Background: an optimization exercise with open tools, aiming at small area, a short achievable clock period and few clock cycles per item. Do not read the settings as production practice.
At most, simulation tests tie the RTL to the original design; equivalence was not proved.
Power and IR drop assume default switching activity.

==> module cache_array, before the edit <==
module cache_array #(
    parameter int LINES   = 32,
    parameter int INDEX_W = 5,
    parameter int TAG_W   = 27
) (
    input  logic               i_clk,
    input  logic               i_clear,
    input  logic [INDEX_W-1:0] i_index,
    input  logic [TAG_W-1:0]   i_tag,
    output logic               o_rd_hit,
    output logic [31:0]        o_rd_data,
    input  logic               i_fill,
    input  logic               i_we,
    input  logic [31:0]        i_wr_data
);
    logic [LINES-1:0] r_valid;
    logic [TAG_W-1:0] r_tag  [LINES];
    logic [31:0]      r_data [LINES];
    always_ff @(posedge i_clk) begin
        if (i_clear)
            r_valid <= '0;
        else if (i_fill)
            r_valid[i_index] <= 1'b1;
    end
    always_ff @(posedge i_clk) begin
        if (i_fill)
            r_tag[i_index] <= i_tag;
        if (i_we)
            r_data[i_index] <= i_wr_data;
    end
    logic [LINES-1:0] w_sel;
    logic [LINES-1:0] w_match;
    assign w_sel = LINES'(1) << i_index;
    for (genvar i = 0; i < LINES; i++) begin : g_match
        assign w_match[i] = r_valid[i] && (r_tag[i] == i_tag);
    end
    always_comb begin
        o_rd_hit  = |(w_match & w_sel);
        o_rd_data = '0;
        for (int i = 0; i < LINES; i++)
            o_rd_data = o_rd_data | (r_data[i] & {32{w_sel[i]}});
    end
endmodule
==> module data_cache, before the edit <==
module data_cache #(
    parameter int LINES       = cache_pkg::DEF_LINES,
    parameter int MEM_LATENCY = cache_pkg::DEF_MEM_LATENCY
) (
    input  logic        clk,
    input  logic        rst,
    input  logic [31:0] address,
    input  logic [31:0] writeData,
    input  logic        cpuRead,
    input  logic        cpuWrite,
    output logic [31:0] readData,
    output logic        stall,
    output logic [31:0] memAddress,
    output logic [31:0] memWriteData,
    output logic        memRead,
    output logic        memWrite,
    input  logic [31:0] memReadData,
    output logic [15:0] hitCount,
    output logic [15:0] missCount
);
    localparam int         INDEX_W = $clog2(LINES);
    localparam int         TAG_W   = 32 - $clog2(LINES);
    localparam logic [2:0] WR_LAST = 3'(MEM_LATENCY - 1);
    localparam logic [2:0] RD_LAST = 3'(MEM_LATENCY);
    logic [2:0]         r_phase;
    logic               r_wr;      
    logic               r_hit;     
    logic               r_done;    
    logic               r_memrd;   
    logic               r_memwr;   
    logic [31:0]        r_rdata;   
    logic [15:0]        r_hits;
    logic [15:0]        r_misses;
    logic [31:0]        w_line_data;
    logic               w_hit;
    logic               w_lookup;
    logic               w_fill;
    logic               w_we;
    logic [2:0]         w_phase;
    assign w_lookup = (r_phase == 3'd0);
    assign w_fill   = (r_phase == RD_LAST);
    assign w_we     = w_fill || ((r_phase == 3'd1) && r_wr && r_hit);
    cache_array #(
        .LINES   (LINES),
        .INDEX_W (INDEX_W),
        .TAG_W   (TAG_W)
    ) u_array (
        .i_clk      (clk),
        .i_clear    (rst),
        .i_index    (address[INDEX_W-1:0]),
        .i_tag      (address[31:INDEX_W]),
        .o_rd_hit   (w_hit),
        .o_rd_data  (w_line_data),
        .i_fill     (w_fill),
        .i_we       (w_we),
        .i_wr_data  (r_wr ? writeData : memReadData)
    );
    assign memAddress   = address;
    assign memWriteData = writeData;
    assign memRead      = !rst && r_memrd;
    assign memWrite     = !rst && (w_lookup ? cpuWrite : r_memwr);
    assign stall        = !r_done;
    assign readData     = r_memrd ? memReadData : r_rdata;
    always_comb begin
        w_phase = r_phase + 3'd1;
        if (w_lookup && !(cpuRead || cpuWrite))
            w_phase = 3'd0;
        if (r_done)
            w_phase = 3'd0;
    end
    always_ff @(posedge clk) begin
        if (rst) begin
            r_phase  <= 3'd0;
            r_done   <= 1'b0;
            r_memrd  <= 1'b0;
            r_memwr  <= 1'b0;
            r_hits   <= '0;
            r_misses <= '0;
        end else begin
            r_phase <= w_phase;
            if (w_lookup) begin
                r_done  <= !cpuWrite && cpuRead && w_hit;
                r_memrd <= !cpuWrite && cpuRead && !w_hit;
                r_memwr <= cpuWrite;
            end else begin
                r_done  <= !r_done && (w_phase == (r_wr ? WR_LAST : RD_LAST));
                if (r_done) begin
                    r_memrd <= 1'b0;
                    r_memwr <= 1'b0;
                end
            end
            if (r_done && !r_wr && !r_memrd && r_hits != 16'hFFFF)
                r_hits <= r_hits + 16'd1;
            if (w_fill && r_misses != 16'hFFFF)
                r_misses <= r_misses + 16'd1;
        end
    end
    always_ff @(posedge clk) begin
        if (w_lookup) begin
            r_wr  <= cpuWrite;
            r_hit <= w_hit;
        end
        r_rdata <= w_line_data;
    end
    assign hitCount  = r_hits;
    assign missCount = r_misses;
endmodule
make LEC_CHECK=0 CAP_MARGIN=20 CORE_MARGIN=2 CORE_UTILIZATION=55 CTS_BUF_LIST=sky130_fd_sc_hd__clkbuf_16 CTS_CLUSTER_DIAMETER=150 CTS_CLUSTER_SIZE=26 SETUP_SLACK_MARGIN=4.5 SLEW_MARGIN=20 finish   # period 8.0 ns
run.sh (not shown) runs the stock make flow with config.mk's settings and CLKGATE_MAP_FILE= SYNTH_SCRIPT=/design/flow/synth_recipe.tcl, a recipe that flattens the netlist after the stock synthesis.
Then changed:
--- a/flow/design.v
+++ b/flow/design.v
@@ -7,17 +7,18 @@
     parameter int INDEX_W = 5,
     parameter int TAG_W   = 27
 ) (
     input  logic               i_clk,
     input  logic               i_clear,
     input  logic [INDEX_W-1:0] i_index,
-    input  logic [TAG_W-1:0]   i_tag,
-    output logic               o_rd_hit,
+    output logic               o_rd_valid,
+    output logic [TAG_W-1:0]   o_rd_tag,
     output logic [31:0]        o_rd_data,
     input  logic               i_fill,
     input  logic               i_we,
+    input  logic [TAG_W-1:0]   i_wr_tag,
     input  logic [31:0]        i_wr_data
 );
     logic [LINES-1:0] r_valid;
     logic [TAG_W-1:0] r_tag  [LINES];
     logic [31:0]      r_data [LINES];
     always_ff @(posedge i_clk) begin
@@ -25,28 +26,19 @@
             r_valid <= '0;
         else if (i_fill)
             r_valid[i_index] <= 1'b1;
     end
     always_ff @(posedge i_clk) begin
         if (i_fill)
-            r_tag[i_index] <= i_tag;
+            r_tag[i_index] <= i_wr_tag;
         if (i_we)
             r_data[i_index] <= i_wr_data;
     end
-    logic [LINES-1:0] w_sel;
-    logic [LINES-1:0] w_match;
-    assign w_sel = LINES'(1) << i_index;
-    for (genvar i = 0; i < LINES; i++) begin : g_match
-        assign w_match[i] = r_valid[i] && (r_tag[i] == i_tag);
-    end
-    always_comb begin
-        o_rd_hit  = |(w_match & w_sel);
-        o_rd_data = '0;
-        for (int i = 0; i < LINES; i++)
-            o_rd_data = o_rd_data | (r_data[i] & {32{w_sel[i]}});
-    end
+    assign o_rd_valid = r_valid[i_index];
+    assign o_rd_tag   = r_tag[i_index];
+    assign o_rd_data  = r_data[i_index];
 endmodule
 module data_cache #(
     parameter int LINES       = cache_pkg::DEF_LINES,
     parameter int MEM_LATENCY = cache_pkg::DEF_MEM_LATENCY
 ) (
     input  logic        clk,
@@ -75,34 +67,38 @@
     logic               r_done;    
     logic               r_memrd;   
     logic               r_memwr;   
     logic [31:0]        r_rdata;   
     logic [15:0]        r_hits;
     logic [15:0]        r_misses;
+    logic               w_valid;
+    logic [TAG_W-1:0]   w_line_tag;
     logic [31:0]        w_line_data;
     logic               w_hit;
     logic               w_lookup;
     logic               w_fill;
     logic               w_we;
     logic [2:0]         w_phase;
+    assign w_hit    = w_valid && (w_line_tag == address[31:INDEX_W]);
     assign w_lookup = (r_phase == 3'd0);
     assign w_fill   = (r_phase == RD_LAST);
     assign w_we     = w_fill || ((r_phase == 3'd1) && r_wr && r_hit);
     cache_array #(
         .LINES   (LINES),
         .INDEX_W (INDEX_W),
         .TAG_W   (TAG_W)
     ) u_array (
         .i_clk      (clk),
         .i_clear    (rst),
         .i_index    (address[INDEX_W-1:0]),
-        .i_tag      (address[31:INDEX_W]),
-        .o_rd_hit   (w_hit),
+        .o_rd_valid (w_valid),
+        .o_rd_tag   (w_line_tag),
         .o_rd_data  (w_line_data),
         .i_fill     (w_fill),
         .i_we       (w_we),
+        .i_wr_tag   (address[31:INDEX_W]),
         .i_wr_data  (r_wr ? writeData : memReadData)
     );
     assign memAddress   = address;
     assign memWriteData = writeData;
     assign memRead      = !rst && r_memrd;
     assign memWrite     = !rst && (w_lookup ? cpuWrite : r_memwr);
Result: Design area shrinks by about 1.1%. Fmax shrinks by about 1.3%. Sequential cell count stays the same. Worst hold slack gets better by 18 ps. Total power shrinks by about 0.4%. Via count shrinks by about 10%. Setup slack gets worse by 50 ps. Register-to-register slack gets worse by 70 ps. Wire length shrinks by about 11%. Combinational power hardly moves. Clock power shrinks by about 1%. Clock-buffer cell count stays the same. Synthesized area shrinks by 2.3%.
Testbench counts after the change, summed over its fixed seeds: cycles 246,981, ops 64,000.
Function not checked in the first run of this note: the RTL went through the layout flow alone.


The RTL this note starts from:
==> flow/design.v <==
package cache_pkg;
    localparam int DEF_LINES       = 32;
    localparam int DEF_MEM_LATENCY = 4;
endpackage
module cache_array #(
    parameter int LINES   = 32,
    parameter int INDEX_W = 5,
    parameter int TAG_W   = 27
) (
    input  logic               i_clk,
    input  logic               i_clear,
    input  logic [INDEX_W-1:0] i_index,
    output logic               o_rd_valid,
    output logic [TAG_W-1:0]   o_rd_tag,
    output logic [31:0]        o_rd_data,
    input  logic               i_fill,
    input  logic               i_we,
    input  logic [TAG_W-1:0]   i_wr_tag,
    input  logic [31:0]        i_wr_data
);
    logic [LINES-1:0] r_valid;
    logic [TAG_W-1:0] r_tag  [LINES];
    logic [31:0]      r_data [LINES];
    always_ff @(posedge i_clk) begin
        if (i_clear)
            r_valid <= '0;
        else if (i_fill)
            r_valid[i_index] <= 1'b1;
    end
    always_ff @(posedge i_clk) begin
        if (i_fill)
            r_tag[i_index] <= i_wr_tag;
        if (i_we)
            r_data[i_index] <= i_wr_data;
    end
    assign o_rd_valid = r_valid[i_index];
    assign o_rd_tag   = r_tag[i_index];
    assign o_rd_data  = r_data[i_index];
endmodule
module data_cache #(
    parameter int LINES       = cache_pkg::DEF_LINES,
    parameter int MEM_LATENCY = cache_pkg::DEF_MEM_LATENCY
) (
    input  logic        clk,
    input  logic        rst,
    input  logic [31:0] address,
    input  logic [31:0] writeData,
    input  logic        cpuRead,
    input  logic        cpuWrite,
    output logic [31:0] readData,
    output logic        stall,
    output logic [31:0] memAddress,
    output logic [31:0] memWriteData,
    output logic        memRead,
    output logic        memWrite,
    input  logic [31:0] memReadData,
    output logic [15:0] hitCount,
    output logic [15:0] missCount
);
    localparam int         INDEX_W = $clog2(LINES);
    localparam int         TAG_W   = 32 - $clog2(LINES);
    localparam logic [1:0] LAST    = 2'(MEM_LATENCY - 2);
    logic               r_busy;    
    logic               r_wr;      
    logic               r_whit;    
    logic [1:0]         r_count;
    logic [15:0]        r_hits;
    logic [15:0]        r_misses;
    logic               w_valid;
    logic [TAG_W-1:0]   w_line_tag;
    logic [31:0]        w_line_data;
    logic               w_hit;
    logic               w_rd;
    logic               w_last;
    logic               w_fill;
    logic               w_we;
    assign w_hit  = w_valid && (w_line_tag == address[31:INDEX_W]);
    assign w_rd   = cpuRead && !cpuWrite;
    assign w_last = r_busy && (r_count == LAST);
    assign w_fill = w_last && !r_wr;
    assign w_we   = w_last && (!r_wr || r_whit);
    cache_array #(
        .LINES   (LINES),
        .INDEX_W (INDEX_W),
        .TAG_W   (TAG_W)
    ) u_array (
        .i_clk      (clk),
        .i_clear    (rst),
        .i_index    (address[INDEX_W-1:0]),
        .o_rd_valid (w_valid),
        .o_rd_tag   (w_line_tag),
        .o_rd_data  (w_line_data),
        .i_fill     (w_fill),
        .i_we       (w_we),
        .i_wr_tag   (address[31:INDEX_W]),
        .i_wr_data  (r_wr ? writeData : memReadData)
    );
    assign memAddress   = address;
    assign memWriteData = writeData;
    assign memRead      = !rst && (r_busy ? !r_wr : (w_rd && !w_hit));
    assign memWrite     = !rst && (r_busy ? r_wr : cpuWrite);
    assign stall        = r_busy ? !w_last : (cpuWrite || (cpuRead && !w_hit));
    assign readData     = r_busy ? memReadData : w_line_data;
    always_ff @(posedge clk) begin
        if (rst) begin
            r_busy   <= 1'b0;
            r_hits   <= '0;
            r_misses <= '0;
        end else begin
            if (!r_busy)
                r_busy <= cpuWrite || (cpuRead && !w_hit);
            else if (w_last)
                r_busy <= 1'b0;
            if (!r_busy && w_rd && w_hit && r_hits != 16'hFFFF)
                r_hits <= r_hits + 16'd1;
            if (w_fill && r_misses != 16'hFFFF)
                r_misses <= r_misses + 16'd1;
        end
    end
    always_ff @(posedge clk) begin
        if (!r_busy) begin
            r_count <= '0;
            r_wr    <= cpuWrite;
            r_whit  <= w_hit;
        end else begin
            r_count <= r_count + 2'd1;
        end
    end
    assign hitCount  = r_hits;
    assign missCount = r_misses;
endmodule
==> flow/config.mk <==
export PLATFORM = sky130hd
export DESIGN_NAME = data_cache
export DESIGN_NICKNAME = data_cache
export VERILOG_FILES = /design/flow/design.v
export SDC_FILE = /design/flow/constraint.sdc
export NUM_CORES = 4
export LEC_CHECK = 0
export CAP_MARGIN = 20
export CORE_MARGIN = 2
export CORE_UTILIZATION = 40
export SETUP_SLACK_MARGIN = 2.5
export SLEW_MARGIN = 20
==> flow/constraint.sdc <==
create_clock -name core_clock -period 8.0 [get_ports {clk}]
set_input_delay 1.6000 -clock core_clock [delete_from_list [all_inputs] [get_ports {clk}]]
set_output_delay 1.6000 -clock core_clock [all_outputs]
set_load 0.01 [all_outputs]
Testbench counts at the start, summed over its fixed seeds: cycles 205,201, ops 64,000.
==> next run, changes <==
--- a/flow/design.v
+++ b/flow/design.v
@@ -11,6 +11,6 @@
     input  logic               i_clear,
     input  logic [INDEX_W-1:0] i_index,
-    output logic               o_rd_valid,
-    output logic [TAG_W-1:0]   o_rd_tag,
+    input  logic [TAG_W-1:0]   i_rd_tag,
+    output logic               o_rd_hit,
     output logic [31:0]        o_rd_data,
     input  logic               i_fill,
@@ -34,6 +34,9 @@
             r_data[i_index] <= i_wr_data;
     end
-    assign o_rd_valid = r_valid[i_index];
-    assign o_rd_tag   = r_tag[i_index];
+    logic [LINES-1:0] w_match;
+    for (genvar i = 0; i < LINES; i++) begin : g_match
+        assign w_match[i] = r_valid[i] && (r_tag[i] == i_rd_tag);
+    end
+    assign o_rd_hit   = w_match[i_index];
     assign o_rd_data  = r_data[i_index];
 endmodule
@@ -67,6 +70,4 @@
     logic [15:0]        r_hits;
     logic [15:0]        r_misses;
-    logic               w_valid;
-    logic [TAG_W-1:0]   w_line_tag;
     logic [31:0]        w_line_data;
     logic               w_hit;
@@ -75,5 +76,4 @@
     logic               w_fill;
     logic               w_we;
-    assign w_hit  = w_valid && (w_line_tag == address[31:INDEX_W]);
     assign w_rd   = cpuRead && !cpuWrite;
     assign w_last = r_busy && (r_count == LAST);
@@ -88,6 +88,6 @@
         .i_clear    (rst),
         .i_index    (address[INDEX_W-1:0]),
-        .o_rd_valid (w_valid),
-        .o_rd_tag   (w_line_tag),
+        .i_rd_tag   (address[31:INDEX_W]),
+        .o_rd_hit   (w_hit),
         .o_rd_data  (w_line_data),
         .i_fill     (w_fill),
Worst setup slack gets better by 650 ps. Non-clock buffer count goes up by 195. Global-route usage goes up by 0.59 points. Wire length goes up by 9.3%. Worst hold slack hardly moves. Power goes up by 3.1%. Combinational power goes up by 38%. Clock-buffer cell count goes up by 7. Utilization goes up by 1.8 points. Sequential share of layout area goes down by 5.1 points. Design area goes up by 8.7%. Area after synthesis goes up by 4.8%. Die area goes up by 4.7%.
Only the layout flow was run in the second run of this note; the RTL was not checked for function there.


// data_cache: RTL as listed in full above, without the edits since
make LEC_CHECK=0 CAP_MARGIN=20 CORE_MARGIN=2 CORE_UTILIZATION=40 SLEW_MARGIN=20 finish   # period 8.0 ns
Testbench counts at the start, summed over its fixed seeds: cycles 205,201, ops 64,000.
==> next run, changes <==
--- a/flow/design.v
+++ b/flow/design.v
@@ -10,8 +10,8 @@
     input  logic               i_clk,
     input  logic               i_clear,
     input  logic [INDEX_W-1:0] i_index,
-    output logic               o_rd_valid,
-    output logic [TAG_W-1:0]   o_rd_tag,
+    input  logic [TAG_W-1:0]   i_rd_tag,
+    output logic               o_rd_hit,
     output logic [31:0]        o_rd_data,
     input  logic               i_fill,
     input  logic               i_we,
@@ -33,8 +33,11 @@
         if (i_we)
             r_data[i_index] <= i_wr_data;
     end
-    assign o_rd_valid = r_valid[i_index];
-    assign o_rd_tag   = r_tag[i_index];
+    logic [LINES-1:0] w_match;
+    for (genvar i = 0; i < LINES; i++) begin : g_match
+        assign w_match[i] = r_valid[i] && (r_tag[i] == i_rd_tag);
+    end
+    assign o_rd_hit   = w_match[i_index];
     assign o_rd_data  = r_data[i_index];
 endmodule
 module data_cache #(
@@ -66,15 +69,12 @@
     logic [1:0]         r_count;
     logic [15:0]        r_hits;
     logic [15:0]        r_misses;
-    logic               w_valid;
-    logic [TAG_W-1:0]   w_line_tag;
     logic [31:0]        w_line_data;
     logic               w_hit;
     logic               w_rd;
     logic               w_last;
     logic               w_fill;
     logic               w_we;
-    assign w_hit  = w_valid && (w_line_tag == address[31:INDEX_W]);
     assign w_rd   = cpuRead && !cpuWrite;
     assign w_last = r_busy && (r_count == LAST);
     assign w_fill = w_last && !r_wr;
@@ -87,8 +87,8 @@
         .i_clk      (clk),
         .i_clear    (rst),
         .i_index    (address[INDEX_W-1:0]),
-        .o_rd_valid (w_valid),
-        .o_rd_tag   (w_line_tag),
+        .i_rd_tag   (address[31:INDEX_W]),
+        .o_rd_hit   (w_hit),
         .o_rd_data  (w_line_data),
         .i_fill     (w_fill),
         .i_we       (w_we),
What happened: Design area climbs by 4.0%. Total power climbs by 2.0%. Setup slack improved by 0.28 ns. Clock-buffer cell count climbs by 32. Via count grows by 0.79%. Clock power goes up by 2.6%.
No functional check of the RTL was part of the second run of this note.

separate check: timing with driven ports:
In the flow no input, the clock included, has a driving cell. The finished layouts below were timed again as built, in two steps.
Step 1 sets driving cells, clkbuf_16 on the clock port and buf_2 on the other inputs (assumed; they add their load-dependent delay and slew).
Step 2 moves the port delays by t, midway between the first and last clock arrival at a register: inputs arrive t later, outputs are due t later. That takes back most of the time a late clock gives input paths.
a / b / c = ideal ports / drivers / drivers and shift; a / b = the first two.
| run | t, ns | setup WS [ns] | latest minus earliest clock arrival (ns) | slew at the worst register clock pin (ns) | cell pins on the clock port's net |
|---|---|---|---|---|---|
| the first run of note 1 | 0.813 | 4.273 / 4.216 / 3.480 | 0.048 / 0.048 | 0.11 / 0.11 | 1 |
| the second run of note 1 | 0.814 | 4.223 / 3.974 / 3.160 | 0.029 / 0.029 | 0.11 / 0.11 | 1 |
| the first run of note 2 | 0.934 | 1.514 / 1.127 / 1.127 | 0.078 / 0.079 | 0.10 / 0.10 | 1 |
| the second run of note 2 | 0.918 | 2.164 / 1.814 / 1.814 | 0.060 / 0.060 | 0.06 / 0.06 | 1 |
| the first run of note 3 | 0.903 | 0.306 / 0.148 / 0.148 | 0.049 / 0.049 | 0.07 / 0.07 | 1 |
| the second run of note 3 | 0.919 | 0.581 / 0.555 / 0.555 | 0.069 / 0.069 | 0.08 / 0.08 | 1 |
After both steps every run listed still meets setup and hold. For the second run of note 1, which loses most, drivers alone change the setup slack by -0.249 ns; drivers and shift together by -1.063 ns.
